Background: an optimization exercise with open tools, aiming at small area and a short achievable clock period. Do not read the settings as production practice.
At most, simulation tests tie the RTL to the original design; equivalence was not proved.
Function not checked in runs 2, 4 and 5: the RTL went through the layout flow alone.
No activity file was given, so power comes from the tool's default toggle rates.

==> design.v <==
`default_nettype none
`default_nettype wire
`default_nettype none
package tg_proto_pkg;
	typedef logic [8-1:0] byte_t;
	localparam byte_t WRITE_START = 8'hFF;
	localparam byte_t READ_START = 8'hFE;
	localparam byte_t DONE_BYTE = 8'h1E;
	typedef enum logic [2:0] {
		ST_IDLE,
		ST_ADDR,
		ST_LEN,
		ST_WR_DATA,
		ST_WR_CMD,
		ST_RD_CMD,
		ST_RD_WAIT
	} parser_state_t;
endpackage
`default_nettype wire
`default_nettype none
package tg_mcb_pkg;
	typedef enum logic [2:0] {
		MCB_WRITE = 3'd0,
		MCB_READ = 3'd1,
		MCB_WRITE_AP = 3'd2,
		MCB_READ_AP = 3'd3
	} mcb_instr_t;
	typedef logic [30-1:0] mcb_addr_t;
	typedef logic [32-1:0] mcb_word_t;
	typedef logic [6-1:0] mcb_bl_t;
endpackage
`default_nettype wire
`timescale 1ns/1ps
`default_nettype none
module traffic_generator (
	input logic clk,
	input logic reset,
	input logic rx_done_tick,
	input tg_proto_pkg::byte_t rx_data_out,
	output logic tx_start_transmission,
	output tg_proto_pkg::byte_t tx_data_in,
	input logic tx_busy,
	output logic cmd_en,
	output tg_mcb_pkg::mcb_instr_t cmd_instr,
	output tg_mcb_pkg::mcb_bl_t cmd_bl,
	output tg_mcb_pkg::mcb_addr_t cmd_byte_addr,
	input logic cmd_full,
	output logic wr_en,
	output tg_mcb_pkg::mcb_word_t wr_data,
	input logic wr_full,
	output logic rd_en,
	input tg_mcb_pkg::mcb_word_t rd_data,
	input logic rd_empty
);
	logic s_idle, s_addr, s_len, s_wdat, s_wcmd, s_rcmd, s_rwait;
	logic [1:0] addr_cnt;
	logic [5:0] cnt;
	logic cmd_rd;
	logic cmd_ok;
	logic [7:0] whead;
	logic [7:0] wmem [63];
	logic [6:0] wqc;     
	logic wvis;          
	logic rd_ok;         
	logic last_q;
	logic read_done;
	logic [7:0] rmem [128];
	logic [7:0] rcnt;    
	logic reply_push;    
	logic [7:0] reply_byte;
	logic tick;
	logic is_start;
	logic w_push, w_pop, w_head;
	logic wr_go, rd_go;
	logic r_push, r_pop;
	logic wq0, wq1;
	logic s_wcmd_n, s_rcmd_n;
	assign tick = rx_done_tick;
	assign is_start = (rx_data_out[7:1] == 7'h7F);
	assign cmd_en = cmd_ok && !cmd_full;
	assign wr_en = wvis && !wr_full;
	assign rd_en = rd_ok && !rd_empty;
	assign cmd_instr = cmd_rd ? tg_mcb_pkg::MCB_READ_AP : tg_mcb_pkg::MCB_WRITE_AP;
	assign wr_data = {24'd0, whead};
	assign wr_go = cmd_en && s_wcmd;
	assign rd_go = cmd_en && s_rcmd;
	always_ff @(posedge clk) begin
		if (reset) begin
			s_idle <= 1'b1;
			s_addr <= 1'b0;
			s_len <= 1'b0;
			s_wdat <= 1'b0;
			s_wcmd <= 1'b0;
			s_rcmd <= 1'b0;
			s_rwait <= 1'b0;
		end else begin
			if (s_idle && tick && is_start) begin
				s_idle <= 1'b0;
				s_addr <= 1'b1;
			end
			if (s_addr && tick && addr_cnt == 2'd3) begin
				s_addr <= 1'b0;
				s_len <= 1'b1;
			end
			if (s_len && tick) begin
				s_len <= 1'b0;
				s_wdat <= !cmd_rd;
				s_rcmd <= cmd_rd;
			end
			if (s_wdat && tick && cnt == 6'd1) begin
				s_wdat <= 1'b0;
				s_wcmd <= 1'b1;
			end
			if (wr_go) begin
				s_wcmd <= 1'b0;
				s_idle <= 1'b1;
			end
			if (rd_go) begin
				s_rcmd <= 1'b0;
				s_rwait <= 1'b1;
			end
			if (s_rwait && read_done) begin
				s_rwait <= 1'b0;
				s_idle <= 1'b1;
			end
		end
	end
	always_ff @(posedge clk) begin
		if (s_idle) begin
			addr_cnt <= 2'd0;
		end else if (s_addr && tick) begin
			addr_cnt <= addr_cnt + 2'd1;
		end
	end
	always_ff @(posedge clk) begin
		if (s_idle && tick) begin
			cmd_rd <= !rx_data_out[0];
		end
		if (s_addr && tick) begin
			cmd_byte_addr <= {cmd_byte_addr[21:0], rx_data_out};
		end
		if (s_len && tick) begin
			cmd_bl <= rx_data_out[5:0];
		end
	end
	always_ff @(posedge clk) begin
		if (s_len && tick) begin
			cnt <= rx_data_out[5:0];
		end else if ((s_wdat && tick) || rd_en) begin
			cnt <= cnt - 6'd1;
		end
	end
	assign s_wcmd_n = (s_wdat && tick && cnt == 6'd1) || (s_wcmd && !wr_go);
	assign s_rcmd_n = (s_len && tick && cmd_rd) || (s_rcmd && !rd_go);
	always_ff @(posedge clk) begin
		if (reset) begin
			cmd_ok <= 1'b0;
		end else begin
			cmd_ok <= s_rcmd_n || (s_wcmd_n && !w_push && (wq0 || (wq1 && w_pop)));
		end
	end
	assign w_push = s_wdat && tick;
	assign w_pop = wr_en;
	assign wq0 = (wqc == 7'd0);
	assign wq1 = (wqc == 7'd1);
	assign w_head = wq0 || (wq1 && w_pop);
	always_ff @(posedge clk) begin
		if (reset) begin
			wqc <= 7'd0;
			wvis <= 1'b0;
		end else begin
			wqc <= wqc + {6'd0, w_push} - {6'd0, w_pop};
			wvis <= w_pop ? !wq1 : !wq0;
		end
	end
	always_ff @(posedge clk) begin
		if (w_push && !w_head) begin
			wmem[0] <= rx_data_out;
			for (int i = 1; i < 63; i++) begin
				wmem[i] <= wmem[i - 1];
			end
		end
	end
	logic [7:0] w_lo;
	logic [8:0] w_hi;
	logic [7:0] w_rd;
	assign w_lo = 8'd1 << wqc[2:0];
	assign w_hi = 9'd1 << wqc[6:3];
	for (genvar b = 0; b < 8; b++) begin : g_wrd
		logic [8:0] grp;
		logic [5:0] d0;
		for (genvar j = 2; j < 8; j++) begin : g_d0
			assign d0[j - 2] = wmem[j - 2][b];
		end
		tg_sel #(.N(6)) u_sel0 (.s(w_lo[7:2]), .d(d0), .y(grp[0]));
		for (genvar g = 1; g < 8; g++) begin : g_grp
			logic [7:0] d;
			for (genvar j = 0; j < 8; j++) begin : g_d
				assign d[j] = wmem[g * 8 + j - 2][b];
			end
			tg_sel #(.N(8)) u_sel (.s(w_lo), .d(d), .y(grp[g]));
		end
		assign grp[8] = wmem[62][b];
		tg_sel #(.N(9)) u_sel (.s(w_hi), .d(grp), .y(w_rd[b]));
	end
	always_ff @(posedge clk) begin
		if (w_head) begin
			whead <= rx_data_out;
		end else if (w_pop) begin
			whead <= w_rd;
		end
	end
	always_ff @(posedge clk) begin
		if (reset) begin
			rd_ok <= 1'b0;
			last_q <= 1'b0;
			read_done <= 1'b0;
		end else begin
			rd_ok <= !rd_en && (cnt != 6'd0) && (s_rwait || rd_go);
			last_q <= rd_en && (cnt == 6'd1);
			read_done <= last_q;
		end
	end
	always_ff @(posedge clk) begin
		if (reset) begin
			reply_push <= 1'b0;
		end else begin
			reply_push <= rd_en || last_q || wr_go;
		end
	end
	always_ff @(posedge clk) begin
		reply_byte <= rd_ok ? rd_data[7:0] : tg_proto_pkg::DONE_BYTE;
	end
	assign r_push = reply_push && !rcnt[7];
	assign r_pop = (rcnt != 8'd0) && !tx_busy && !tx_start_transmission;
	always_ff @(posedge clk) begin
		if (reset) begin
			rcnt <= 8'd0;
			tx_start_transmission <= 1'b0;
		end else begin
			rcnt <= rcnt + {7'd0, r_push} - {7'd0, r_pop};
			tx_start_transmission <= r_pop;
		end
	end
	always_ff @(posedge clk) begin
		if (r_push) begin
			rmem[0] <= reply_byte;
			for (int i = 1; i < 128; i++) begin
				rmem[i] <= rmem[i - 1];
			end
		end
	end
	logic [7:0] r_lo;
	logic [16:0] r_hi;
	logic [7:0] r_rd;
	assign r_lo = 8'd1 << rcnt[2:0];
	assign r_hi = 17'd1 << rcnt[7:3];
	for (genvar b = 0; b < 8; b++) begin : g_rrd
		logic [15:0] grp;
		logic [6:0] d0;
		for (genvar j = 1; j < 8; j++) begin : g_d0
			assign d0[j - 1] = rmem[j - 1][b];
		end
		tg_sel #(.N(7)) u_sel0 (.s(r_lo[7:1]), .d(d0), .y(grp[0]));
		for (genvar g = 1; g < 16; g++) begin : g_grp
			logic [7:0] d;
			for (genvar j = 0; j < 8; j++) begin : g_d
				assign d[j] = rmem[g * 8 + j - 1][b];
			end
			tg_sel #(.N(8)) u_sel (.s(r_lo), .d(d), .y(grp[g]));
		end
		logic y0, y1;
		tg_sel #(.N(8)) u_sel0h (.s(r_hi[7:0]), .d(grp[7:0]), .y(y0));
		tg_sel #(.N(8)) u_sel1h (.s(r_hi[15:8]), .d(grp[15:8]), .y(y1));
		assign r_rd[b] = y0 || y1 || (r_hi[16] && rmem[127][b]);
	end
	always_ff @(posedge clk) begin
		tx_data_in <= r_rd;
	end
endmodule
module tg_sel #(
	parameter int N = 8
) (
	input logic [N-1:0] s,
	input logic [N-1:0] d,
	output logic y
);
	localparam int K = N / 3;
	localparam int R = N % 3;
	logic [K+R-1:0] n;
	for (genvar k = 0; k < K; k++) begin : g_aoi
		tg_aoi222 u (.a1(s[3 * k]), .a2(d[3 * k]), .b1(s[3 * k + 1]), .b2(d[3 * k + 1]),
			.c1(s[3 * k + 2]), .c2(d[3 * k + 2]), .y(n[k]));
	end
	for (genvar r = 0; r < R; r++) begin : g_nand
		tg_nand2 u (.a(s[3 * K + r]), .b(d[3 * K + r]), .y(n[K + r]));
	end
	assign y = !(&n);
endmodule
module tg_aoi222 (
	input logic a1, a2, b1, b2, c1, c2,
	output logic y
);
	assign y = !((a1 && a2) || (b1 && b2) || (c1 && c2));
endmodule
module tg_nand2 (
	input logic a, b,
	output logic y
);
	assign y = !(a && b);
endmodule
`default_nettype wire
==> flow/run.sh <==
#!/bin/bash
set -o pipefail
CTS="-sink_clustering_enable -repair_clock_nets -sink_clustering_size 25 -sink_clustering_max_diameter 80 -buf_list sky130_fd_sc_hd__clkbuf_16 -dont_use_dummy_load"
bash standard.sh "BUFFER_PORTS_ARGS=-buffer_cell sky130_fd_sc_hd__buf_1" "CTS_ARGS=$CTS" finish > standard_flow.log 2>&1
==> standard.sh <==
#!/bin/bash
# synth_recipe.tcl (not shown) runs the flow's synth.tcl, then flattens the netlist and writes it again
# the make line also repeats each setting of config.mk as NAME=value (left out here)
make -C /OpenROAD-flow-scripts/flow DESIGN_CONFIG=/design/flow/config.mk WORK_HOME=/design/flow/orfs CLKGATE_MAP_FILE= SYNTH_SCRIPT=/design/flow/synth_recipe.tcl "${@:-finish}"
==> config.mk <==
export PLATFORM = sky130hd
export DESIGN_NAME = traffic_generator
export DESIGN_NICKNAME = traffic_generator
export VERILOG_FILES = /design/flow/design.v
export SDC_FILE = /design/flow/constraint.sdc
export NUM_CORES = 4
export LEC_CHECK = 0
export CAP_MARGIN = 20
export CORE_MARGIN = 2
export CORE_UTILIZATION = 50
export CTS_BUF_LIST = sky130_fd_sc_hd__clkbuf_16
export CTS_CLUSTER_DIAMETER = 80
export CTS_CLUSTER_SIZE = 25
export SETUP_SLACK_MARGIN = 3.8
export SLEW_MARGIN = 20
export SYNTH_HIERARCHICAL = 1
==> constraint.sdc <==
create_clock -name core_clock -period 7.0 [get_ports {clk}]
set_input_delay 1.4000 -clock core_clock [delete_from_list [all_inputs] [get_ports {clk}]]
set_output_delay 1.4000 -clock core_clock [all_outputs]
set_load 0.01 [all_outputs]
==> run summary, run 1 <==
Run status
The flow ran to the end and the layout has no timing, DRC or antenna violations.

Final layout
The share of post-route cells with drive strength above 1 is 8.71%. After filler insertion, the fill cell instance count of the layout stands at 8671. The area growth from synthesis to layout is 10.1%. The library cell used most frequently in the layout, excluding fill and tap cells, is edfxtp_1. The number of nets in the layout is approximately 3400. The final standard cell count with taps included and fillers excluded is 4797. In the layout the commonest cells are 1579 x edfxtp_1, 440 x a222oi_1, 424 x nand2_1, 193 x nand4_1, 88 x clkbuf_16.

Timing
For this run, the top clock speed supported by timing is between 200 and 300 MHz. The slew at the pin closest to its max-slew limit is between 1 and 1.5 ns. The final critical path takes up 47.9% of the cycle. The number of max-slew violations in the final report is 0.

For the final database, setup skew stands at just under 0.08 ns. The aggregate negative setup slack is 0 ns. Setup violations remaining at the end of the flow were counted as 0. The normalized max-slew margin is approximately 18%.

The number of endpoints with negative hold slack in the final report is 0. Setup repair after global routing could not meet its margin everywhere. The worst hold margin is 0.387 ns. The final period demand of the worst path is 3.35 ns.

Floorplan
The die height is between 300 and 400 um. The horizontal die dimension is roughly 340 um. The core region is about 0.11 mm2. Once the floorplan was initialized, standard cells occupied 50.4% of the core. The number of top-level design ports is between 100 and 150. The floorplan has 124 rows. The total die area is 0.118 mm2.

Power and ir drop
The internal portion of the total power is between 10 and 15 mW. The total power draw is between 20 and 25 mW. The leakage power is approximately 17 nW.

The peak supply drop is approximately 0.00025 V. For this design the total switching power over the nets is slightly below 6 mW. Of the total power, combinational logic draws approximately a quarter. The clock network accounts for around a quarter of the total power. The sequential cell fraction of total power is around 53%.

Net switching is 29.0% of the power. Power spread over the standard cell area amounts to 322 mW/mm2.

GRT
The first-pass GRT wire length is 194000 um. The sum of overflow across all layers after global routing is 0. The total global routing track utilization is ~22%. The maximum number of pins on one net before global-route repair is around 200. The number of global-route vias before repair is 30957. The initial antenna violation count was 3.

Critical path
The critical path class is flop to flop. The worst endpoint data arrival time is 3.92 ns. The delay contributed by the slowest stage of the critical path is around 0.83 ns. The endpoint of the worst register-to-register path is tx_data_in[6]$_DFF_P_. For the worst setup path, the data required time is 7.57 ns.

The critical register-to-register path startpoint is rcnt[1]$_SDFF_PP0_. The number of cells on the worst reg-to-reg path is 8. Walking the worst path, the cells encountered are nor3_2 -> buf_8 -> buf_16 -> a222oi_1 -> nand4_1 -> a222oi_1 -> nand4_1 -> a211o_1. In this run the worst path has a maximum fanout of 29.

On the critical path, the stage with the largest delay is an instance of a222oi_1. The kind of end point of the critical path is a flop. The reg-to-reg setup timing slack is 3.65 ns. STA classifies the critical path startpoint as a flop.

Route
The number of violations reported at the end of detailed-routing iteration 0 is 5812. The number of design rule violations left after detail routing is 0. The post-detailed-route wirelength per cell is 28.0 um. The routed via count divided by cell count is 6.65. The overall via count from detail_route is 31919. The remaining antenna violation count after routing is 0.

The final wirelength is 134000 um. The detailed-router iteration count before antenna repair is 10.

Synthesis
By area the synthesized netlist is led by edfxtp_1 82%, a222oi_1 7.6%, nand2_1 2.8%. In this run the mean area of a mapped cell was 19.2 um2. For this run, the number of Yosys warnings is 9. The synthesized netlist occupies a cell area of 0.0578 mm2. The netlist uses 52 different library cells. The number of enable flip-flop cells after synthesis is ~1600. The sequential area share after synthesis is 83.7%.

Summed over its instances, the top area cell type makes up 82.1% of the synthesized netlist area. Counting flops and latches in the post-synthesis netlist gives 1626. In the synthesized netlist the dominant register cell turns out to be edfxtp_1. The number of standard cells after synthesis is between 3000 and 4000. Of all flip-flops after synthesis, the portion carrying an async set or reset was 0%. Of all cell types, the one taking the most synthesized area is edfxtp_1.

Job
The max-cap check violation count is 0.

Placement
The cell count after placement is 4634. The congestion estimate from routability-driven global placement came to about 0.77. Once detailed placement completed, the half-perimeter wirelength came to approximately 65000 um.

Buffers placed on the I/O ports in this run total 79.

Min path
Counting instances, the worst hold path has a depth of 0. The class of the tightest hold or removal check is flop to flop. The hold path startpoint is rmem[17][5]$_DFFE_PP_.

The worst-case hold path end point is rmem[18][5]$_DFFE_PP_.

Clock network
The later-pin clock latency in the skew report is about 0.69 ns. The tree built by TritonCTS fans out to approximately 1600 sinks. TritonCTS built the clock tree.

The clock-pin slew of the registers on the worst-case setup and hold paths is 0.10 ns. The number of clock buffers added by TritonCTS is around 80. The clock tree synthesis step divided the H-tree into 3 levels. The buffer depth of the longest clock path is 3. The tree is rooted in a clkbuf_16. For this design, the CTS-stage hold fixing added 0 buffers.
==> metrics by stage <==
step	util [%]	instance area, um2	worst slack [ns]
finish	55.6	63600	3.65
global route	55.6	63600	3.69
CTS	54.9	62900	3.80
detailed placement	52.8	60400	2.91
global placement	52.8	60400	3.11
floorplan	-	57900	-9.38
==> logic make-up (layout without fill, tap and decap cells) <==
group,after synthesis,in the layout,synth area share (%)
xor+xnor,11,11,0.167
buf+inv,77,317,0.691
simple gates,763,767,6.21
flops,1626,1626,83.7
other cells,2,28,0.0130
fa+ha+maj,31,31,0.698
compound gates,494,494,8.28
mux,11,11,0.214
==> per-module statistics from Yosys, one instance, submodules excluded, excerpt <==
module	cells	flip-flops and latches	times used	area (um2)
tg_nand2	1	0	392	3.75
tg_aoi222	1	0	440	10.0
traffic_generator	1967	1626	1	50600
==> final cells by class <==
cell class / count / area [um2] / area share (%)
Clock buffer: 78 / 1950 / 3.07
Inverter: 36 / 159 / 0.250
Sequential cell: 1626 / 48400 / 76.1
Multi-Input combinational cell: 1340 / 9360 / 14.7
Antenna cell: 2 / 5.00 / 0.00787
Tap cell: 1512 / 1890 / 2.97
Timing Repair Buffer: 203 / 1870 / 2.93
==> worst max-delay path, delay by kind of cell (launching register included) <==
family,cells,cell delay [ns]
AO/OA/AOI/OAI,3,1.57
buffers and inverters,2,0.44
flip-flops,1,0.42
AND/OR/NAND/NOR,3,0.77
==> how the worst max path moves through the flow <==
stage                                 end  slack, ns                from  cells past startpoint
global route        tx_data_in[6]$_DFF_P_       3.69  rcnt[2]$_SDFF_PP0_                      8
finish              tx_data_in[6]$_DFF_P_       3.65  rcnt[1]$_SDFF_PP0_                      8
CTS                 tx_data_in[0]$_DFF_P_       3.80  rcnt[1]$_SDFF_PP0_                      9
global placement    wmem[60][0]$_DFFE_PP_       3.11        rx_done_tick                      5
floorplan            rmem[0][0]$_DFFE_PP_      -9.38  rcnt[7]$_SDFF_PP0_                      4
detailed placement  wmem[60][0]$_DFFE_PP_       2.91        rx_done_tick                      5
==> what timing repair did <==
| item | 4_1_cts | 5_1_grt |
|---|---|---|
| pin swaps | 12 | 44 |
| setup buffers | 14 | 46 |
| resized for setup | 59 | 49 |
| cloned | 12 | 11 |
| setup endpoints to repair | 114 | 83 |
==> cells in the mapped netlist (3+ instances only) <==
master	count
xnor2_1	3
nand2_1	426
nor3_1	26
dfxtp_1	47
nor2_1	42
nor4b_1	4
a211o_1	8
nand2b_1	9
buf_4	27
a222oi_1	440
nand3_1	22
mux2_2	11
a31oi_1	3
o21ai_0	5
inv_1	36
nor3b_1	3
nand4_1	193
edfxtp_1	1579
a211oi_1	3
a21oi_1	20
clkbuf_1	12
and3_1	10
nor2b_1	7
xor2_1	8
and2_1	8
a221oi_1	3
ha_1	29
==> layer usage <==
layer / GRT usage [%] / part of all wire (%)
met4: 7.36 / 2.9
met3: 4.32 / 11
met5: 0.481 / 0.081
met1: 31.5 / 40
met2: 32.7 / 46
==> power groups by stage <==
stage | logic (mW) | registers [mW] | clock network [mW]
CTS | 4.61 | 10.7 | 4.93
finish | 4.93 | 10.7 | 4.79
detailed placement | 4.30 | 10.9 | 0
global route | 5.23 | 10.7 | 5.20
global placement | 4.25 | 10.9 | 0
floorplan | 2.92 | 10.9 | 0
==> sequential cells by signal, indices dropped and copies added (netlist names), 2 cells and up <==
name,count
cmd_byte_addr,30
cmd_bl,6
rmem,1024
tx_data_in,8
addr_cnt,2
rcnt,8
wqc,7
cnt,6
wmem,504
whead,8
reply_byte,8
==> run 2, diff against run 1 <==
--- a/design.v
+++ b/design.v
@@ -174,7 +174,7 @@
 		end
 	end
 	always_ff @(posedge clk) begin
-		if (w_push && !w_head) begin
+		if (w_push) begin
 			wmem[0] <= rx_data_out;
 			for (int i = 1; i < 63; i++) begin
 				wmem[i] <= wmem[i - 1];
@@ -183,25 +183,20 @@
 	end
 	logic [7:0] w_lo;
 	logic [8:0] w_hi;
+	logic [62:0] w_sel;
 	logic [7:0] w_rd;
 	assign w_lo = 8'd1 << wqc[2:0];
 	assign w_hi = 9'd1 << wqc[6:3];
+	for (genvar e = 0; e < 63; e++) begin : g_wsel
+		assign w_sel[e] = w_lo[(e + 2) % 8] && w_hi[(e + 2) / 8];
+	end
 	for (genvar b = 0; b < 8; b++) begin : g_wrd
-		logic [8:0] grp;
-		logic [5:0] d0;
-		for (genvar j = 2; j < 8; j++) begin : g_d0
-			assign d0[j - 2] = wmem[j - 2][b];
-		end
-		tg_sel #(.N(6)) u_sel0 (.s(w_lo[7:2]), .d(d0), .y(grp[0]));
-		for (genvar g = 1; g < 8; g++) begin : g_grp
-			logic [7:0] d;
-			for (genvar j = 0; j < 8; j++) begin : g_d
-				assign d[j] = wmem[g * 8 + j - 2][b];
-			end
-			tg_sel #(.N(8)) u_sel (.s(w_lo), .d(d), .y(grp[g]));
-		end
-		assign grp[8] = wmem[62][b];
-		tg_sel #(.N(9)) u_sel (.s(w_hi), .d(grp), .y(w_rd[b]));
+		logic [20:0] n;
+		for (genvar k = 0; k < 21; k++) begin : g_aoi
+			tg_aoi222 u (.a1(w_sel[3 * k]), .a2(wmem[3 * k][b]), .b1(w_sel[3 * k + 1]), .b2(wmem[3 * k + 1][b]),
+				.c1(w_sel[3 * k + 2]), .c2(wmem[3 * k + 2][b]), .y(n[k]));
+		end
+		assign w_rd[b] = !(&n);
 	end
 	always_ff @(posedge clk) begin
 		if (w_head) begin
@@ -252,50 +247,27 @@
 	end
 	logic [7:0] r_lo;
 	logic [16:0] r_hi;
+	logic [127:0] r_sel;
 	logic [7:0] r_rd;
 	assign r_lo = 8'd1 << rcnt[2:0];
 	assign r_hi = 17'd1 << rcnt[7:3];
+	for (genvar e = 0; e < 128; e++) begin : g_rsel
+		assign r_sel[e] = r_lo[(e + 1) % 8] && r_hi[(e + 1) / 8];
+	end
 	for (genvar b = 0; b < 8; b++) begin : g_rrd
-		logic [15:0] grp;
-		logic [6:0] d0;
-		for (genvar j = 1; j < 8; j++) begin : g_d0
-			assign d0[j - 1] = rmem[j - 1][b];
-		end
-		tg_sel #(.N(7)) u_sel0 (.s(r_lo[7:1]), .d(d0), .y(grp[0]));
-		for (genvar g = 1; g < 16; g++) begin : g_grp
-			logic [7:0] d;
-			for (genvar j = 0; j < 8; j++) begin : g_d
-				assign d[j] = rmem[g * 8 + j - 1][b];
-			end
-			tg_sel #(.N(8)) u_sel (.s(r_lo), .d(d), .y(grp[g]));
-		end
-		logic y0, y1;
-		tg_sel #(.N(8)) u_sel0h (.s(r_hi[7:0]), .d(grp[7:0]), .y(y0));
-		tg_sel #(.N(8)) u_sel1h (.s(r_hi[15:8]), .d(grp[15:8]), .y(y1));
-		assign r_rd[b] = y0 || y1 || (r_hi[16] && rmem[127][b]);
+		logic [42:0] n;
+		for (genvar k = 0; k < 42; k++) begin : g_aoi
+			tg_aoi222 u (.a1(r_sel[3 * k]), .a2(rmem[3 * k][b]), .b1(r_sel[3 * k + 1]), .b2(rmem[3 * k + 1][b]),
+				.c1(r_sel[3 * k + 2]), .c2(rmem[3 * k + 2][b]), .y(n[k]));
+		end
+		tg_nand2 u_last0 (.a(r_sel[126]), .b(rmem[126][b]), .y(n[42]));
+		logic n127;
+		tg_nand2 u_last1 (.a(r_sel[127]), .b(rmem[127][b]), .y(n127));
+		assign r_rd[b] = !((&n) && n127);
 	end
 	always_ff @(posedge clk) begin
 		tx_data_in <= r_rd;
 	end
-endmodule
-module tg_sel #(
-	parameter int N = 8
-) (
-	input logic [N-1:0] s,
-	input logic [N-1:0] d,
-	output logic y
-);
-	localparam int K = N / 3;
-	localparam int R = N % 3;
-	logic [K+R-1:0] n;
-	for (genvar k = 0; k < K; k++) begin : g_aoi
-		tg_aoi222 u (.a1(s[3 * k]), .a2(d[3 * k]), .b1(s[3 * k + 1]), .b2(d[3 * k + 1]),
-			.c1(s[3 * k + 2]), .c2(d[3 * k + 2]), .y(n[k]));
-	end
-	for (genvar r = 0; r < R; r++) begin : g_nand
-		tg_nand2 u (.a(s[3 * K + r]), .b(d[3 * K + r]), .y(n[K + r]));
-	end
-	assign y = !(&n);
 endmodule
 module tg_aoi222 (
 	input logic a1, a2, b1, b2, c1, c2,
==> run summary, run 2 <==
Timing
The number of endpoints with negative hold slack in the final report was 0 (unchanged). The final critical-path setup slack is 3.82 ns (was 3.65 ns). The worst hold margin is 0.368 ns (was 0.387 ns). The highest achievable clock rate is 315 MHz (was 298 MHz). The number of setup violations in the final report is 0 (unchanged). Setup repair after global routing missed its margin: yes (unchanged).

The share of the clock period used by the worst path after layout is 45.4% (was 47.9%). The aggregate negative setup slack came to 0 ns (unchanged). The slew at the pin closest to its max-slew limit is 1.16 ns (was 1.23 ns). The normalized max-slew margin is 22.9% (was 17.6%). The final period demand of the worst path was 3.18 ns (was 3.35 ns). The number of max-slew violations in the final report is 0 (unchanged). The worst setup skew after layout is 0.0749 ns (was 0.0769 ns).

Final layout
Registers with the highest flip-flop counts: rmem: 1024 flops, wmem: 504 flops, cmd_byte_addr: 30 flops (unchanged). The end-of-flow core utilization is 54.5% (was 55.6%). The antenna diode count is 0 (was 2). The most flop-heavy register is rmem (unchanged). Most frequent cells in the layout: 1579 x edfxtp_1, 504 x a222oi_1, 224 x nor2_1, 122 x nand4_1, 79 x clkbuf_16 (was 1579 x edfxtp_1, 440 x a222oi_1, 424 x nand2_1, 193 x nand4_1, 88 x clkbuf_16).

The flip-flop count of the largest register after layout is 1024 (unchanged). The number of nets in the layout is 3104 (was 3363). The number of inserted filler cells in the final layout is 8714 (was 8671). The area growth from synthesis to layout is 8.18% (was 10.1%). The share of post-route cells with drive strength above 1 is 6.25% (was 8.71%). The leading cell type in the layout, fill and taps excluded was edfxtp_1 (unchanged).

Clock network
The later-pin clock latency in the skew report is 0.67 ns (was 0.69 ns). The buffer depth of the longest clock path was 3 (unchanged). The number of buffers created by CTS is 79 (was 78).

The quantity of hold-fixing buffers added after cts is 0 (unchanged). The CTS tree is built (unchanged). The maximum level of the CTS H-tree was 3 (unchanged).

The clock-pin slew of the registers on the worst-case setup and hold paths was 0.09 ns (was 0.10 ns). The number of sinks driven by the clock tree is 1626 (unchanged). The root buffer cell is clkbuf_16 (unchanged).

Route
The number of design rule violations left after detail routing is 0 (unchanged). The number of violations reported at the end of detailed-routing iteration 0 is 6368 (was 5812). The final wirelength is 128000 um (was 134000 um).

The remaining antenna violation count after routing is 0 (unchanged). The routed via count divided by cell count was 6.72 (was 6.65). The post-detailed-route wirelength per cell was 28.3 um (was 28.0 um). The overall via count from detail_route is 30483 (was 31919). The detailed-router iteration count before antenna repair is 9 (was 10).

Critical path
The worst-path maximum fanout is 2 (was 29). The critical path class was input pin to output port (was flop to flop). The total buffers and inverters traversed by the critical path is 3 (was 2). The data required time at the worst endpoint came to 5.60 ns (was 7.57 ns). Critical Path, Cell by Cell: buf_1 -> nand2b_4 -> inv_4 -> buf_6 (was nor3_2 -> buf_8 -> buf_16 -> a222oi_1 -> nand4_1 -> a222oi_1 -> nand4_1 -> a211o_1).

The slowest cell on the critical path is nand2b_4 (was a222oi_1). The kind of end point of the critical path is an output port (was flop). The critical register-to-register path startpoint is wqc[0]$_SDFF_PP0_ (was rcnt[1]$_SDFF_PP0_).

The endpoint of the worst register-to-register path is whead[5]$_DFFE_PP_ (was tx_data_in[6]$_DFF_P_). The kind of cell adding the most delay to the critical path is buffers and inverters (was compound AO/OA/AOI/OAI gates). The reg-to-reg setup timing slack came to 3.86 ns (was 3.65 ns). The number of cells on the worst reg-to-reg path is 7 (was 8). The worst endpoint data arrival time is 1.78 ns (was 3.92 ns). The kind of start point of the critical path is an input pin (was flop).

The delay contributed by the slowest stage of the critical path was 0.15 ns (was 0.83 ns).

Synthesis
Commonest cells post-synth: 1579 x edfxtp_1, 504 x a222oi_1, 226 x nor2_1 (was 1579 x edfxtp_1, 440 x a222oi_1, 426 x nand2_1). The combined area of all synthesized cells came to 0.0574 mm2 (was 0.0578 mm2). The area share of the leading cell type in the synthesized netlist is 82.6% (was 82.1%). The number of enable flip-flop cells after synthesis was 1579 (unchanged).

The dominant cell by count in the synthesized netlist is edfxtp_1 (unchanged). The top flip-flop cell by instance count after synthesis was edfxtp_1 (unchanged). The synthesis warning total is 11 (was 9). The post-synthesis average cell area was 20.1 um2 (was 19.2 um2). The number of unique standard cell types used by synthesis is 56 (was 52). Top area cells in the synthesized netlist: edfxtp_1 83%, a222oi_1 8.8%, dfxtp_1 1.6% (was edfxtp_1 82%, a222oi_1 7.6%, nand2_1 2.8%). The post-synthesis async set-or-reset flop share came to 0% (unchanged).

The number of synthesized register bits was 1626 (unchanged). The number of standard cells after synthesis is 2861 (was 3015). The cell accounting for the most synthesized area is edfxtp_1 (unchanged). The sequential area share after synthesis is 84.2% (was 83.7%).

Power and ir drop
The leakage power came to 16.1 nW (was 16.7 nW). The peak supply drop came to 0.000200 V (was 0.000252 V). The cell area power density is 286 mW/mm2 (was 322 mW/mm2).

The total power draw was 17.7 mW (was 20.5 mW).

Floorplan
The die height is 343 um (was 344 um). The floorplan core area came to 0.114 mm2 (was 0.115 mm2). The total die area came to 0.118 mm2 (about the same).

The horizontal die dimension is 343 um (was 344 um). The initial core utilization was 50.3% (was 50.4%). The row count is 124 (unchanged). The number of top-level design ports is 130 (unchanged).

Min path
The class of the tightest hold or removal check is flop to flop (unchanged). The hold path startpoint was reply_byte[7]$_SDFF_PN0_ (was rmem[17][5]$_DFFE_PP_). The worst-case hold path end point was rmem[0][7]$_DFFE_PP_ (was rmem[18][5]$_DFFE_PP_).

The instance count along the most critical hold path is 0 (unchanged).

Placement
The placement-stage worst setup slack is 2.92 ns (was 2.91 ns). The number of buffer cells added on primary ports was 79 (unchanged). The estimated wirelength of the detail-placed design is 84400 um (was 65300 um). The placer's final routability congestion estimate is 0.871 (was 0.772).

GRT
The initial antenna violation count is 0 (was 3). The maximum number of pins on one net before global-route repair is 208 (was 204). The sum of overflow across all layers after global routing is 0 (unchanged).

The number of global-route vias before repair is 29359 (was 30957). The first-pass GRT wire length was 189000 um (was 194000 um). The total global routing track utilization was 21.2% (was 21.6%).

Run status
Outcome: no timing/DRC/antenna violations (unchanged).

Job
The max-cap check violation count is 0 (unchanged).
run 2: changes by cell type after synthesis, moves of 20 or more:
cell      previous run  this run
nand2_1            426        58
nor2_1              42       226
nand4_1            193       122
a222oi_1           440       504
nor4_1               2        26
nand3_1             22        42
run 2: where the power goes:
| group | switching (mW) | internal [mW] |
|---|---|---|
| combinational | 1.47 | 0.715 |
| clock | 2.80 | 2.02 |
| sequential | 0.114 | 10.6 |
run 2: worst max path at each step:
stage,startpoint,to,slack (ns),depth (start not counted)
finish,rd_empty,rd_en,3.82,4
global route,rcnt[4]$_SDFF_PP0_,tx_data_in[0]$_DFF_P_,3.74,9
CTS,rcnt[1]$_SDFF_PP0_,tx_data_in[5]$_DFF_P_,3.70,8
detailed placement,rcnt[1]$_SDFF_PP0_,tx_data_in[3]$_DFF_P_,2.92,7
global placement,rcnt[1]$_SDFF_PP0_,tx_data_in[3]$_DFF_P_,3.08,7
floorplan,rcnt[7]$_SDFF_PP0_,rmem[0][0]$_DFFE_PP_,-9.31,3
run 2: routing by layer:
metal	GRT usage, %	wire, um	vias up
met4	6.26	3290	0
met1	30.9	53200	15732
met5	0	0	-
li1	-	-	12980
met3	3.41	10700	191
met2	33.4	61200	1580
run 2: timing repair:
item / CTS / global route
setup endpoints to repair: 19 / 165
setup buffers: 3 / 3
resized for setup: 52 / 29
pin swaps: 11 / 18
run 2: area by class of cell:
| type | instances | area (um2) | area share (%) |
|---|---|---|---|
| multi-input cells | 1175 | 9110 | 14.7 |
| repair buffers | 106 | 607 | 0.977 |
| clock buffers | 79 | 1980 | 3.18 |
| inverters | 38 | 153 | 0.246 |
| well taps | 1512 | 1890 | 3.05 |
| flip-flops and latches | 1626 | 48400 | 77.9 |
run 2: Yosys stat by module (local to each module, per instance):
| module | cells | times used |
|---|---|---|
| traffic_generator | 2341 | 1 |
| tg_aoi222 | 1 | 504 |
| tg_nand2 | 1 | 16 |
run 2: through the flow:
step	cell area [um2]	instances
global route	62100	4536
CTS	61900	4533
finish	62100	4536
global placement	59600	4451
floorplan	57500	2885
detailed placement	59600	4451
run 2: cell families after synthesis:
family / Yosys count / synth area share (%)
AOI/OAI and AO/OA: 563 / 9.45
xor gates and xnor gates: 11 / 0.168
adders and majority gates: 31 / 0.702
buffers and inverters: 84 / 0.804
DFF: 1626 / 84.2
muxes: 2 / 0.0392
other: 2 / 0.0131
and+or+nand+nor: 542 / 4.59
==> run 3, diff against run 2 <==
--- a/design.v
+++ b/design.v
@@ -174,7 +174,7 @@
 		end
 	end
 	always_ff @(posedge clk) begin
-		if (w_push) begin
+		if (w_push && !w_head) begin
 			wmem[0] <= rx_data_out;
 			for (int i = 1; i < 63; i++) begin
 				wmem[i] <= wmem[i - 1];
==> run summary, run 3 <==
Synthesis
The xor and xnor fraction of the mapped netlist area came to 0.168% (about the same). The number of synthesized register bits is 1626 (unchanged). The number of enable flip-flop cells after synthesis came to 1579 (unchanged). The synthesized-area fraction occupied by ao, oa, aoi and oai cells is 9.38% (was 9.45%).

Commonest cells post-synth: 1579 x edfxtp_1, 504 x a222oi_1, 224 x nor2_1 (was 1579 x edfxtp_1, 504 x a222oi_1, 226 x nor2_1). The cell accounting for the most synthesized area is edfxtp_1 (unchanged). The top flip-flop cell by instance count after synthesis is edfxtp_1 (unchanged). The sequential area share after synthesis is 84.2% (about the same).

The mux share of post-synthesis cell area was 0.0828% (was 0.0392%). The post-synthesis average cell area came to 20.1 um2 (about the same). The area fraction in and, or, nand and nor cells after synthesis is 4.66% (was 4.59%). The adder and majority cell fraction of the synthesized area is 0.701% (was 0.702%).

The post-synthesis async set-or-reset flop share came to 0% (unchanged). The area share of the leading cell type in the synthesized netlist is 82.6% (about the same). The dominant cell by count in the synthesized netlist is edfxtp_1 (unchanged). The number of standard cells after synthesis was 2861 (unchanged).

The number of unique standard cell types used by synthesis is 57 (was 56). The combined area of all synthesized cells is 0.0574 mm2 (about the same). The main combinational cell family by area after synthesis is compound AO/OA/AOI/OAI gates (unchanged). Top area cells in the synthesized netlist: edfxtp_1 83%, a222oi_1 8.8%, dfxtp_1 1.6% (unchanged). The synthesis warning total was 11 (unchanged).

Critical path
The worst-path maximum fanout came to 3 (was 2). The delay contributed by the slowest stage of the critical path is 0.15 ns (about the same). The endpoint of the worst register-to-register path is whead[3]$_DFFE_PP_ (was whead[5]$_DFFE_PP_). The reg-to-reg setup timing slack came to 3.82 ns (was 3.86 ns). The total buffers and inverters traversed by the critical path is 3 (unchanged). The data required time at the worst endpoint is 5.60 ns (about the same). Critical Path, Cell by Cell: buf_1 -> nand2b_4 -> inv_4 -> buf_6 (unchanged). The kind of end point of the critical path is an output port (unchanged). The kind of start point of the critical path is an input pin (unchanged).

The worst endpoint data arrival time is 1.78 ns (about the same). The critical path class is input pin to output port (unchanged). The critical register-to-register path startpoint is wqc[2]$_SDFF_PP0_ (was wqc[0]$_SDFF_PP0_). The kind of cell adding the most delay to the critical path is buffers and inverters (unchanged). The slowest cell on the critical path is nand2b_4 (unchanged). The number of cells on the worst reg-to-reg path came to 7 (unchanged).

Timing
The aggregate negative setup slack is 0 ns (unchanged). The final period demand of the worst path is 3.18 ns (about the same). The number of endpoints with negative hold slack in the final report came to 0 (unchanged). The slew at the pin closest to its max-slew limit is 1.16 ns (about the same). Setup repair after global routing missed its margin: no (was yes).

The highest achievable clock rate is 314 MHz (was 315 MHz). The worst setup skew after layout came to 0.0576 ns (was 0.0749 ns). The share of the clock period used by the worst path after layout is 45.4% (about the same). The number of setup violations in the final report is 0 (unchanged). The number of max-slew violations in the final report was 0 (unchanged). The final critical-path setup slack is 3.82 ns (about the same). The normalized max-slew margin is 22.9% (about the same).

Route
The number of violations reported at the end of detailed-routing iteration 0 is 6421 (was 6368). The remaining antenna violation count after routing came to 0 (unchanged). The detailed-router iteration count before antenna repair was 9 (unchanged). The routed via count divided by cell count was 6.72 (about the same).

The post-detailed-route wirelength per cell was 28.4 um (was 28.3 um). The overall via count from detail_route is 30642 (was 30483). The final wirelength was 129000 um (was 128000 um). The number of design rule violations left after detail routing is 0 (unchanged).

Final layout
The area used by multi-input combinational logic is 0.00923 mm2 (was 0.00911 mm2). Registers with the highest flip-flop counts: rmem: 1024 flops, wmem: 504 flops, cmd_byte_addr: 30 flops (unchanged). The most flop-heavy register was rmem (unchanged). The number of nets in the layout is 3127 (was 3104). The number of inserted filler cells in the final layout is 8814 (was 8714). The flip-flop count of the largest register after layout was 1024 (unchanged). The leading cell type in the layout, fill and taps excluded is edfxtp_1 (unchanged).

The area growth from synthesis to layout is 8.77% (was 8.18%). The share of post-route cells with drive strength above 1 was 8.14% (was 6.25%). The area occupied by registers is 0.0484 mm2 (about the same).

Most frequent cells in the layout: 1579 x edfxtp_1, 504 x a222oi_1, 201 x nor2_1, 121 x nand4_1, 79 x clkbuf_16 (was 1579 x edfxtp_1, 504 x a222oi_1, 224 x nor2_1, 122 x nand4_1, 79 x clkbuf_16).

GRT
The total global routing track utilization is 21.3% (was 21.2%). The initial antenna violation count is 5 (was 0). The first-pass GRT wire length came to 189000 um (about the same). The maximum number of pins on one net before global-route repair came to 206 (was 208). The sum of overflow across all layers after global routing is 0 (unchanged).

The number of global-route vias before repair came to 29445 (was 29359).

Clock network
The number of buffers created by CTS was 77 (was 79). The clock-pin slew of the registers on the worst-case setup and hold paths is 0.10 ns (was 0.09 ns). The quantity of hold-fixing buffers added after cts was 0 (unchanged). The CTS tree is built (unchanged). The maximum level of the CTS H-tree was 3 (unchanged).

The later-pin clock latency in the skew report is 0.68 ns (was 0.67 ns). The root buffer cell is clkbuf_16 (unchanged). The buffer depth of the longest clock path was 3 (unchanged). The number of sinks driven by the clock tree was 1626 (unchanged).

Floorplan
The initial core utilization was 50.3% (about the same). The number of top-level design ports is 130 (unchanged). The total die area is 0.118 mm2 (about the same). The die height was 343 um (about the same). The floorplan core area is 0.114 mm2 (about the same). The row count is 124 (unchanged).

The horizontal die dimension is 343 um (about the same).

Min path
The hold path startpoint is rmem[46][2]$_DFFE_PP_ (was reply_byte[7]$_SDFF_PN0_). The worst-case hold path end point is rmem[47][2]$_DFFE_PP_ (was rmem[0][7]$_DFFE_PP_). The class of the tightest hold or removal check was flop to flop (unchanged). The instance count along the most critical hold path is 0 (unchanged).

Power and ir drop
The peak supply drop is 0.000188 V (was 0.000200 V). The leakage power is 16.2 nW (was 16.1 nW). The cell area power density was 284 mW/mm2 (was 286 mW/mm2). The total power draw is 17.8 mW (was 17.7 mW).

Job
The max-cap check violation count was 0 (unchanged).

Placement
The number of buffer cells added on primary ports came to 79 (unchanged). The placement-stage worst setup slack is 3.03 ns (was 2.92 ns). The estimated wirelength of the detail-placed design was 84700 um (was 84400 um). The placer's final routability congestion estimate is 0.858 (was 0.871).

Run status
Outcome: no timing/DRC/antenna violations (unchanged).
[run 3: cell count changes after synthesis, sizes merged, moves of 2 or more]
cell,previous run,this run
a211oi,2,5
inv,38,36
nand3,42,46
nor2b,11,14
o21ai,9,5
nor2,236,234
nand2,58,55
a221oi,3,1
nor4,26,28
[run 3: where the power goes]
part / switching, mW / leakage, nW / internal [mW]
Sequential: 0.121 / 11.9 / 10.6
Combinational: 1.51 / 3.33 / 0.751
Clock: 2.79 / 0.949 / 1.98
Total: 4.42 / 16.2 / 13.3
[run 3: cell type report]
cell class / count / share of cell area, %
antenna: 1 / 0.00401
clock buffer: 77 / 3.08
inverter: 37 / 0.244
multi-input combinational: 1175 / 14.8
sequential: 1626 / 77.4
tap: 1512 / 3.03
timing repair buffer: 132 / 1.46
[run 3: worst max path at each step]
stage | start | endpoint | slack (ns) | cells past startpoint
after floorplan | rcnt[7]$_SDFF_PP0_ | rmem[0][0]$_DFFE_PP_ | -9.31 | 3
after global placement | wr_full | wmem[49][1]$_DFFE_PP_ | 3.13 | 6
after detailed placement | wr_full | wmem[50][3]$_DFFE_PP_ | 3.03 | 6
after CTS | wqc[5]$_SDFF_PP0_ | wmem[12][3]$_DFFE_PP_ | 3.70 | 7
after global routing | rcnt[4]$_SDFF_PP0_ | tx_data_in[2]$_DFF_P_ | 3.80 | 9
final | rd_empty | rd_en | 3.82 | 4
[run 3: what timing repair did]
| action | in CTS | in global routing |
|---|---|---|
| pin swaps | 21 | 25 |
| cloned | 1 | 2 |
| resized for setup | 66 | 58 |
| setup buffers | 3 | 16 |
| setup endpoints to repair | 208 | 398 |
[run 3: modules after synthesis, one instance, submodules excluded]
module             area (um2)  cells inside  times used  flip-flops and latches
tg_aoi222                10.0             1         504                       0
traffic_generator       52300          2341           1                    1626
tg_nand2                 3.75             1          16                       0
[run 3: layer usage]
layer / global-route usage (%) / up-vias / share of wire (%)
li1: - / 13028 / -
met1: 31.2 / 15825 / 41
met2: 33.7 / 1591 / 48
met3: 3.21 / 196 / 8.1
met4: 5.94 / 2 / 2.7
met5: 0.200 / - / 0.010
[run 3: per-stage QoR]
stage	cell area [um2]	instances	util [%]	hold WS (ns)
floorplan	57600	2885	-	0.386
global placement	59700	4459	52.3	0.389
detailed placement	59800	4460	52.3	0.390
CTS	62100	4541	54.4	0.404
global route	62500	4559	54.7	0.404
finish	62500	4560	54.7	0.400
[run 3: logic make-up after synthesis]
kind of cell    count (synthesis)
flops                        1626
compound gates                557
simple gates                  546
buf+inv                        84
fa+ha+maj                      31
xor+xnor                       11
mux                             4
other cells                     2
==> run 4, diff against run 3 <==
--- a/design.v
+++ b/design.v
@@ -77,13 +77,16 @@
 	logic s_wcmd_n, s_rcmd_n;
 	assign tick = rx_done_tick;
 	assign is_start = (rx_data_out[7:1] == 7'h7F);
-	assign cmd_en = cmd_ok && !cmd_full;
-	assign wr_en = wvis && !wr_full;
-	assign rd_en = rd_ok && !rd_empty;
+	tg_and2b u_cmd_en (.a(cmd_ok), .b_n(cmd_full), .y(cmd_en));
+	tg_and2b u_wr_en (.a(wvis), .b_n(wr_full), .y(wr_en));
+	tg_and2b u_rd_en (.a(rd_ok), .b_n(rd_empty), .y(rd_en));
+	logic cmd_go, rd_pop;
+	assign cmd_go = cmd_ok && !cmd_full;
+	assign rd_pop = rd_ok && !rd_empty;
 	assign cmd_instr = cmd_rd ? tg_mcb_pkg::MCB_READ_AP : tg_mcb_pkg::MCB_WRITE_AP;
 	assign wr_data = {24'd0, whead};
-	assign wr_go = cmd_en && s_wcmd;
-	assign rd_go = cmd_en && s_rcmd;
+	assign wr_go = cmd_go && s_wcmd;
+	assign rd_go = cmd_go && s_rcmd;
 	always_ff @(posedge clk) begin
 		if (reset) begin
 			s_idle <= 1'b1;
@@ -146,7 +149,7 @@
 	always_ff @(posedge clk) begin
 		if (s_len && tick) begin
 			cnt <= rx_data_out[5:0];
-		end else if ((s_wdat && tick) || rd_en) begin
+		end else if ((s_wdat && tick) || rd_pop) begin
 			cnt <= cnt - 6'd1;
 		end
 	end
@@ -160,7 +163,7 @@
 		end
 	end
 	assign w_push = s_wdat && tick;
-	assign w_pop = wr_en;
+	assign w_pop = wvis && !wr_full;
 	assign wq0 = (wqc == 7'd0);
 	assign wq1 = (wqc == 7'd1);
 	assign w_head = wq0 || (wq1 && w_pop);
@@ -174,7 +177,7 @@
 		end
 	end
 	always_ff @(posedge clk) begin
-		if (w_push && !w_head) begin
+		if (w_push) begin
 			wmem[0] <= rx_data_out;
 			for (int i = 1; i < 63; i++) begin
 				wmem[i] <= wmem[i - 1];
@@ -196,7 +199,16 @@
 			tg_aoi222 u (.a1(w_sel[3 * k]), .a2(wmem[3 * k][b]), .b1(w_sel[3 * k + 1]), .b2(wmem[3 * k + 1][b]),
 				.c1(w_sel[3 * k + 2]), .c2(wmem[3 * k + 2][b]), .y(n[k]));
 		end
-		assign w_rd[b] = !(&n);
+		logic [6:0] p;
+		logic [3:0] q;
+		for (genvar k = 0; k < 7; k++) begin : g_p
+			tg_nand3 u (.a(n[3 * k]), .b(n[3 * k + 1]), .c(n[3 * k + 2]), .y(p[k]));
+		end
+		for (genvar k = 0; k < 3; k++) begin : g_q
+			tg_nor2 u (.a(p[2 * k]), .b(p[2 * k + 1]), .y(q[k]));
+		end
+		assign q[3] = !p[6];
+		tg_nand4 u_y (.a(q[0]), .b(q[1]), .c(q[2]), .d(q[3]), .y(w_rd[b]));
 	end
 	always_ff @(posedge clk) begin
 		if (w_head) begin
@@ -211,8 +223,8 @@
 			last_q <= 1'b0;
 			read_done <= 1'b0;
 		end else begin
-			rd_ok <= !rd_en && (cnt != 6'd0) && (s_rwait || rd_go);
-			last_q <= rd_en && (cnt == 6'd1);
+			rd_ok <= !rd_pop && (cnt != 6'd0) && (s_rwait || rd_go);
+			last_q <= rd_pop && (cnt == 6'd1);
 			read_done <= last_q;
 		end
 	end
@@ -220,7 +232,7 @@
 		if (reset) begin
 			reply_push <= 1'b0;
 		end else begin
-			reply_push <= rd_en || last_q || wr_go;
+			reply_push <= rd_pop || last_q || wr_go;
 		end
 	end
 	always_ff @(posedge clk) begin
@@ -263,7 +275,20 @@
 		tg_nand2 u_last0 (.a(r_sel[126]), .b(rmem[126][b]), .y(n[42]));
 		logic n127;
 		tg_nand2 u_last1 (.a(r_sel[127]), .b(rmem[127][b]), .y(n127));
-		assign r_rd[b] = !((&n) && n127);
+		logic [14:0] p;
+		logic [7:0] q;
+		logic [1:0] c;
+		for (genvar k = 0; k < 14; k++) begin : g_p
+			tg_nand3 u (.a(n[3 * k]), .b(n[3 * k + 1]), .c(n[3 * k + 2]), .y(p[k]));
+		end
+		tg_nand2 u_p14 (.a(n[42]), .b(n127), .y(p[14]));
+		for (genvar k = 0; k < 7; k++) begin : g_q
+			tg_nor2 u (.a(p[2 * k]), .b(p[2 * k + 1]), .y(q[k]));
+		end
+		assign q[7] = !p[14];
+		tg_nand4 u_c0 (.a(q[0]), .b(q[1]), .c(q[2]), .d(q[3]), .y(c[0]));
+		tg_nand4 u_c1 (.a(q[4]), .b(q[5]), .c(q[6]), .d(q[7]), .y(c[1]));
+		assign r_rd[b] = c[0] || c[1];
 	end
 	always_ff @(posedge clk) begin
 		tx_data_in <= r_rd;
@@ -275,6 +300,30 @@
 );
 	assign y = !((a1 && a2) || (b1 && b2) || (c1 && c2));
 endmodule
+module tg_and2b (
+	input logic a, b_n,
+	output logic y
+);
+	assign y = a && !b_n;
+endmodule
+module tg_nand3 (
+	input logic a, b, c,
+	output logic y
+);
+	assign y = !(a && b && c);
+endmodule
+module tg_nor2 (
+	input logic a, b,
+	output logic y
+);
+	assign y = !(a || b);
+endmodule
+module tg_nand4 (
+	input logic a, b, c, d,
+	output logic y
+);
+	assign y = !(a && b && c && d);
+endmodule
 module tg_nand2 (
 	input logic a, b,
 	output logic y
==> run summary, run 4 <==
Run status
Outcome: no timing/DRC/antenna violations (unchanged).

Synthesis
The post-synthesis async set-or-reset flop share is 0% (unchanged). The number of synthesized register bits is 1626 (unchanged). The post-synthesis average cell area is 19.4 um2 (was 20.1 um2). The sequential area share after synthesis was 83.6% (was 84.2%). The number of enable flip-flop cells after synthesis came to 1579 (unchanged). The main combinational cell family by area after synthesis is compound AO/OA/AOI/OAI gates (unchanged). The area share of the leading cell type in the synthesized netlist is 82.0% (was 82.6%). The synthesized-area fraction occupied by ao, oa, aoi and oai cells is 9.23% (was 9.38%). The number of unique standard cell types used by synthesis is 56 (was 57). The top flip-flop cell by instance count after synthesis was edfxtp_1 (unchanged). The area fraction in and, or, nand and nor cells after synthesis is 5.16% (was 4.66%).

The xor and xnor fraction of the mapped netlist area is 0.167% (was 0.168%). The synthesis warning total is 11 (unchanged). The dominant cell by count in the synthesized netlist is edfxtp_1 (unchanged). The combined area of all synthesized cells is 0.0578 mm2 (was 0.0574 mm2).

Commonest cells post-synth: 1579 x edfxtp_1, 504 x a222oi_1, 299 x nor2_1 (was 1579 x edfxtp_1, 504 x a222oi_1, 224 x nor2_1). The adder and majority cell fraction of the synthesized area is 0.697% (was 0.701%). The mux share of post-synthesis cell area is 0.214% (was 0.0828%). Top area cells in the synthesized netlist: edfxtp_1 82%, a222oi_1 8.7%, nor2_1 1.9% (was edfxtp_1 83%, a222oi_1 8.8%, dfxtp_1 1.6%). The number of standard cells after synthesis is 2979 (was 2861). The cell accounting for the most synthesized area is edfxtp_1 (unchanged).

Final layout
The area growth from synthesis to layout is 7.67% (was 8.77%). The share of post-route cells with drive strength above 1 is 6.33% (was 8.14%). Most frequent cells in the layout: 1579 x edfxtp_1, 504 x a222oi_1, 275 x nor2_1, 180 x nand3_1, 76 x clkbuf_16 (was 1579 x edfxtp_1, 504 x a222oi_1, 201 x nor2_1, 121 x nand4_1, 79 x clkbuf_16).

The leading cell type in the layout, fill and taps excluded is edfxtp_1 (unchanged). The final standard cell count with taps included and fillers excluded was 4642 (was 4560). The flip-flop count of the largest register after layout came to 1024 (unchanged). The final cell area excluding filler cells is 0.0623 mm2 (was 0.0625 mm2). Registers with the highest flip-flop counts: rmem: 1024 flops, wmem: 504 flops, cmd_byte_addr: 30 flops (unchanged). The most flop-heavy register is rmem (unchanged). The antenna diode count is 0 (was 1). The number of nets in the layout is 3210 (was 3127).

Critical path
The slowest cell on the critical path was buf_2 (was nand2b_4). The number of cells on the worst reg-to-reg path is 8 (was 7). The kind of start point of the critical path is an input pin (unchanged).

The critical register-to-register path startpoint is wqc[0]$_SDFF_PP0_ (was wqc[2]$_SDFF_PP0_). The endpoint of the worst register-to-register path is whead[6]$_DFFE_PP_ (was whead[3]$_DFFE_PP_). The total buffers and inverters traversed by the critical path came to 2 (was 3). The data required time at the worst endpoint came to 5.60 ns (about the same). Critical Path, Cell by Cell: buf_1 -> nor2b_4 -> buf_2 (was buf_1 -> nand2b_4 -> inv_4 -> buf_6). The worst setup path startpoint is wr_full (was rd_empty). The instance count on the critical path is 3 (was 4). The worst-path maximum fanout is 2 (was 3). The kind of end point of the critical path is an output port (unchanged). The worst endpoint data arrival time is 1.77 ns (was 1.78 ns).

The critical path class is input pin to output port (unchanged). The kind of cell adding the most delay to the critical path is buffers and inverters (unchanged). The endpoint of the worst setup timing path is wr_en (was rd_en). The reg-to-reg setup timing slack is 3.86 ns (was 3.82 ns). The delay contributed by the slowest stage of the critical path is 0.14 ns (was 0.15 ns).

Clock network
The quantity of hold-fixing buffers added after cts is 0 (unchanged). The root buffer cell is clkbuf_16 (unchanged). The clock-pin slew of the registers on the worst-case setup and hold paths is 0.09 ns (was 0.10 ns). The CTS tree is built (unchanged). The later-pin clock latency in the skew report is 0.67 ns (was 0.68 ns).

The number of sinks driven by the clock tree is 1626 (unchanged). The number of buffers created by CTS was 76 (was 77). The buffer depth of the longest clock path came to 3 (unchanged). The maximum level of the CTS H-tree is 3 (unchanged).

Timing
The number of max-slew violations in the final report is 0 (unchanged). Setup repair after global routing missed its margin: yes (was no). The slew at the pin closest to its max-slew limit is 1.17 ns (was 1.16 ns). The normalized max-slew margin is 22.3% (was 22.9%). The worst setup skew after layout is 0.0604 ns (was 0.0576 ns). The number of endpoints with negative hold slack in the final report was 0 (unchanged).

The aggregate negative setup slack is 0 ns (unchanged). The share of the clock period used by the worst path after layout is 45.3% (was 45.4%). The highest achievable clock rate came to 315 MHz (was 314 MHz). The number of setup violations in the final report is 0 (unchanged). The worst hold margin is 0.410 ns (was 0.400 ns). The final period demand of the worst path is 3.17 ns (was 3.18 ns).

Min path
The class of the tightest hold or removal check is flop to flop (unchanged).

Floorplan
The row count was 124 (unchanged). The number of top-level design ports is 130 (unchanged). The initial core utilization is 50.5% (was 50.3%). The total die area is 0.118 mm2 (about the same). The horizontal die dimension is 344 um (was 343 um). The die height is 344 um (was 343 um). The floorplan core area is 0.115 mm2 (was 0.114 mm2).

Route
The final wirelength is 120000 um (was 129000 um). The number of violations reported at the end of detailed-routing iteration 0 is 6092 (was 6421). The detailed-router iteration count before antenna repair is 10 (was 9). The remaining antenna violation count after routing is 0 (unchanged). The post-detailed-route wirelength per cell was 25.9 um (was 28.4 um). The overall via count from detail_route came to 30537 (was 30642). The number of design rule violations left after detail routing is 0 (unchanged). The routed via count divided by cell count is 6.58 (was 6.72).

GRT
The total global routing track utilization is 19.8% (was 21.3%). The first-pass GRT wire length was 180000 um (was 189000 um). The sum of overflow across all layers after global routing is 0 (unchanged). The number of global-route vias before repair is 29439 (was 29445).

The maximum number of pins on one net before global-route repair is 207 (was 206). The initial antenna violation count is 2 (was 5).

Power and ir drop
The cell area power density is 284 mW/mm2 (about the same). The peak supply drop is 0.000179 V (was 0.000188 V). The leakage power was 16.4 nW (was 16.2 nW). The total power draw came to 17.7 mW (was 17.8 mW).

Placement
The placer's final routability congestion estimate was 0.812 (was 0.858). The placed instance area came to 0.0601 mm2 (was 0.0598 mm2). The estimated wirelength of the detail-placed design was 77600 um (was 84700 um). The cell count after placement is 4562 (was 4460). The number of buffer cells added on primary ports is 79 (unchanged).

Job
The max-cap check violation count is 0 (unchanged).
[run 4: cell count changes in the layout (fill, tap and decap cells not counted), sizes merged, moves of 5 or more]
cell	previous run	this run
nand4	121	25
nor3	17	12
nand3	46	190
a31oi	10	2
inv	34	51
nor2	234	299
nor4	28	3
or3	4	9
or2	0	8
mux2	3	11
buf	129	102
nand3b	2	8
[run 4: Yosys stat by module (local to each module, per instance)]
module             cells  area (um2)
tg_nand4               1        6.26
tg_nand3               1        5.00
tg_aoi222              1        10.0
traffic_generator   2176       51400
tg_nand2               1        3.75
tg_nor2                1        3.75
tg_and2b               1        13.8
[run 4: worst min-delay path by stage]
stage | from | endpoint | cells past startpoint
2_1_floorplan | reply_byte[0]$_SDFF_PN0_ | rmem[0][0]$_DFFE_PP_ | 0
3_3_place_gp | reply_byte[3]$_SDFF_PN1_ | rmem[0][3]$_DFFE_PP_ | 0
3_5_place_dp | reply_byte[2]$_SDFF_PN1_ | rmem[0][2]$_DFFE_PP_ | 0
4_1_cts | reply_byte[6]$_SDFF_PN0_ | rmem[0][6]$_DFFE_PP_ | 0
5_1_grt | reply_byte[6]$_SDFF_PN0_ | rmem[0][6]$_DFFE_PP_ | 0
6_report | reply_byte[6]$_SDFF_PN0_ | rmem[0][6]$_DFFE_PP_ | 0
[run 4: timing repair]
| action | 4_1_cts | 5_1_grt |
|---|---|---|
| resized for setup | 35 | 36 |
| setup endpoints to repair | 20 | 14 |
| pin swaps | 4 | 17 |
| buffers inserted | 1 | 3 |
[run 4: cell families after synthesis]
| group | count (synthesis) |
|---|---|
| flip-flops | 1626 |
| AND/OR/NAND/NOR | 644 |
| AO/OA/AOI/OAI | 549 |
| buffers and inverters | 105 |
| adder cells (fa/ha/maj) | 31 |
| XOR/XNOR | 11 |
| multiplexers | 11 |
| other | 2 |
[run 4: metal layers]
layer | GRT usage, % | vias up | routed length, um
met5 | 0.200 | - | 13
met4 | 5.14 | 2 | 2830
met3 | 4.58 | 157 | 11300
met2 | 30.1 | 1548 | 55500
met1 | 29.0 | 15643 | 50600
li1 | - | 13187 | -
[run 4: per-stage QoR]
stage	util, %	setup WS (ns)
5_1_grt	54.4	3.72
6_report	54.4	3.83
2_1_floorplan	-	-9.31
3_5_place_dp	52.5	3.35
4_1_cts	54.2	3.81
3_3_place_gp	52.5	3.34
[run 4: cell type report]
type                    instances  area [um2]
clock buffers                  76        1900
fillers                      8831       52200
inverters                      53         206
multi-input cells            1272        9290
flip-flops and latches       1626       48400
well taps                    1512        1890
repair buffers                103         612
[run 4: power breakdown]
part | internal, mW | switching (mW)
Clock | 1.95 | 2.76
Sequential | 10.6 | 0.104
Combinational | 0.741 | 1.51
[run 4: worst register-to-register path: cells and delay by family (launching register included)]
kind	cells	cell delay, ns
simple gates	6	1.46
flops	1	0.58
compound gates	1	0.48
mux	1	0.37
==> run 5, diff against run 4 <==
--- a/config.mk
+++ b/config.mk
@@ -11,6 +11,6 @@
 export CTS_BUF_LIST = sky130_fd_sc_hd__clkbuf_16
 export CTS_CLUSTER_DIAMETER = 80
 export CTS_CLUSTER_SIZE = 25
-export SETUP_SLACK_MARGIN = 3.8
+export SETUP_SLACK_MARGIN = 4.05
 export SLEW_MARGIN = 20
 export SYNTH_HIERARCHICAL = 1
==> run summary, run 5 <==
Run status
Outcome: no timing/DRC/antenna violations (unchanged).

GRT
The sum of overflow across all layers after global routing is 0 (unchanged). The number of global-route vias before repair is 29479 (was 29439). The initial antenna violation count is 2 (unchanged). The met1 track demand over resource is 29.6% (was 29.0%). The global-route met2 utilization was 30.4% (was 30.1%). The first-pass GRT wire length is 181000 um (was 180000 um). The total global routing track utilization is 19.9% (was 19.8%). The met3 track demand over resource in global routing is 4.30% (was 4.58%).

Clock network
The number of sinks driven by the clock tree was 1626 (unchanged). The clock-pin slew of the registers on the worst-case setup and hold paths is 0.09 ns (about the same). The number of buffers created by CTS is 76 (unchanged).

The maximum level of the CTS H-tree is 3 (unchanged). The buffer depth of the longest clock path is 3 (unchanged). The root buffer cell is clkbuf_16 (unchanged).

The CTS tree is built (unchanged). The later-pin clock latency in the skew report was 0.67 ns (about the same). The quantity of hold-fixing buffers added after cts came to 0 (unchanged).

Critical path
The instance count on the critical path was 3 (unchanged). The kind of cell adding the most delay to the critical path is buffers and inverters (unchanged). The worst endpoint data arrival time came to 1.71 ns (was 1.77 ns). The kind of end point of the critical path is an output port (unchanged).

The total buffers and inverters traversed by the critical path is 2 (unchanged). The slowest cell on the critical path is buf_6 (was buf_2). The delay contributed by the slowest stage of the critical path is 0.11 ns (was 0.14 ns). Critical Path, Cell by Cell: buf_8 -> nor2b_4 -> buf_6 (was buf_1 -> nor2b_4 -> buf_2). The worst-path maximum fanout was 2 (unchanged).

The critical path class was input pin to output port (unchanged).

Timing
The number of endpoints with negative hold slack in the final report is 0 (unchanged). The final period demand of the worst path is 3.11 ns (was 3.17 ns). The share of the clock period used by the worst path after layout is 44.5% (was 45.3%). The number of setup violations in the final report is 0 (unchanged).

The worst setup skew after layout is 0.0568 ns (was 0.0604 ns). The slew at the pin closest to its max-slew limit is 1.17 ns (about the same). The aggregate negative setup slack is 0 ns (unchanged).

The highest achievable clock rate is 321 MHz (was 315 MHz).

Final layout
The antenna diode count is 0 (unchanged). The leading cell type in the layout, fill and taps excluded is edfxtp_1 (unchanged). Most frequent cells in the layout: 1579 x edfxtp_1, 504 x a222oi_1, 196 x nor2_1, 176 x nand3_1, 88 x nor2_2 (was 1579 x edfxtp_1, 504 x a222oi_1, 275 x nor2_1, 180 x nand3_1, 76 x clkbuf_16). Registers with the highest flip-flop counts: rmem: 1024 flops, wmem: 504 flops, cmd_byte_addr: 30 flops (unchanged). The share of post-route cells with drive strength above 1 is 10.2% (was 6.33%). The area growth from synthesis to layout came to 8.84% (was 7.67%).

The most flop-heavy register was rmem (unchanged).

Synthesis
The number of unique standard cell types used by synthesis is 56 (unchanged). The dominant cell by count in the synthesized netlist is edfxtp_1 (unchanged). Top area cells in the synthesized netlist: edfxtp_1 82%, a222oi_1 8.7%, nor2_1 1.9% (unchanged). Commonest cells post-synth: 1579 x edfxtp_1, 504 x a222oi_1, 299 x nor2_1 (unchanged).

The synthesis warning total is 11 (unchanged). The cell accounting for the most synthesized area was edfxtp_1 (unchanged). The number of synthesized register bits is 1626 (unchanged). The post-synthesis average cell area was 19.4 um2 (unchanged). The number of standard cells after synthesis is 2979 (unchanged). The post-synthesis async set-or-reset flop share was 0% (unchanged). The combined area of all synthesized cells is 0.0578 mm2 (unchanged).

Power and ir drop
The cell area power density is 285 mW/mm2 (was 284 mW/mm2). The peak supply drop came to 0.000180 V (was 0.000179 V). The total power draw is 17.9 mW (was 17.7 mW).

The leakage power is 16.6 nW (was 16.4 nW).

Min path
The instance count along the most critical hold path came to 0 (unchanged).

Floorplan
The die height was 344 um (unchanged). The initial core utilization is 50.5% (unchanged). The horizontal die dimension was 344 um (unchanged). The floorplan core area is 0.115 mm2 (unchanged). The row count is 124 (unchanged). The number of top-level design ports is 130 (unchanged).

Route
The final wirelength is 121000 um (was 120000 um). The remaining antenna violation count after routing came to 0 (unchanged). The routed via count divided by cell count is 6.59 (was 6.58).

Job
The max-cap check violation count came to 0 (unchanged).

Placement
The placer's final routability congestion estimate is 0.812 (unchanged). The estimated wirelength of the detail-placed design is 77600 um (unchanged).
-- run 5: cell counts after synthesis --
Identical to the previous run, type by type.
-- run 5: power by group --
group	switching [mW]	internal (mW)	total (mW)
clock network	2.77	1.95	4.72
registers	0.110	10.6	10.7
logic	1.61	0.859	2.47
-- run 5: cell type report --
| class | instances | area (um2) |
|---|---|---|
| clock buffer | 76 | 1900 |
| fill | 8769 | 51600 |
| inverter | 53 | 211 |
| multi-input combinational | 1272 | 9670 |
| sequential | 1626 | 48400 |
| tap | 1512 | 1890 |
| timing repair buffer | 117 | 870 |
-- run 5: cells by family after synthesis --
group / share of synthesized area (%)
other: 0.0130
DFF: 83.6
adders and majority gates: 0.697
and+or+nand+nor: 5.16
muxes: 0.214
xor gates and xnor gates: 0.167
AOI/OAI and AO/OA: 9.23
buffers and inverters: 0.909
-- run 5: path summary, 6_finish.rpt --
kind / start / end / slack, ns
hold reg to reg: reply_byte[6]$_SDFF_PN0_ / rmem[0][6]$_DFFE_PP_ / 0.41
setup / recovery: wr_full / wr_en / 3.89
hold / removal: reply_byte[6]$_SDFF_PN0_ / rmem[0][6]$_DFFE_PP_ / 0.41
setup reg to reg: rcnt[2]$_SDFF_PP0_ / tx_data_in[3]$_DFF_P_ / 4.13
-- run 5: per-module statistics from Yosys, one instance, submodules excluded --
module,copies in the design,area (um2),flops+latches
tg_nand3,168,5.00,0
traffic_generator,1,51400,1626
tg_nor2,80,3.75,0
tg_and2b,3,13.8,0
tg_nand4,24,6.26,0
tg_aoi222,504,10.0,0
tg_nand2,24,3.75,0
-- run 5: metrics by stage --
step | cells | instance area [um2] | setup WS [ns] | utilization (%) | hold slack (ns)
after global placement | 4562 | 60100 | 3.34 | 52.5 | 0.388
after floorplan | 3003 | 57900 | -9.31 | - | 0.386
after detailed placement | 4562 | 60100 | 3.35 | 52.5 | 0.390
after CTS | 4648 | 62600 | 3.89 | 54.6 | 0.413
after global routing | 4656 | 62900 | 3.87 | 55.0 | 0.420
final | 4656 | 62900 | 3.89 | 55.0 | 0.410
-- run 5: repair_timing --
action / in CTS / in global routing
hold endpoints to repair: 0 / 0
endpoints found under the setup margin: 22 / 296
setup buffers: 10 / 8
pin swaps: 28 / 47
gates resized for setup: 136 / 103
-- run 5: routing by layer --
| layer | part of all wire (%) | wire, um | vias to the layer above |
|---|---|---|---|
| li1 | - | - | 13212 |
| met1 | 42 | 50800 | 15787 |
| met2 | 46 | 56300 | 1548 |
| met3 | 9.5 | 11500 | 147 |
| met4 | 2.0 | 2420 | 2 |
| met5 | 0.011 | 13 | - |

what the ideal ports hide:
In the flow no input, the clock included, has a driving cell. The finished layouts below were timed again as built, in two steps.
Step 1: set_driving_cell puts a clkbuf_16 on clk and a buf_2 on each other input, an assumption about the parent block.
Step 2 also shifts input and output timing later by t, the mid clock arrival at the registers, as if the neighbouring blocks saw the same clock.
Slacks: no drivers / after step 1 / after step 2; pairs: no drivers / after step 1.
| run | shift t [ns] | slack for setup (ns) |
|---|---|---|
| run 1 | 0.728 | 3.646 / 3.646 / 3.228 |
| run 2 | 0.720 | 3.823 / 3.797 / 3.267 |
| run 3 | 0.722 | 3.819 / 3.795 / 3.291 |
| run 4 | 0.719 | 3.830 / 3.798 / 3.322 |
| run 5 | 0.723 | 3.888 / 3.835 / 3.486 |
After both steps every run listed still meets setup and hold.
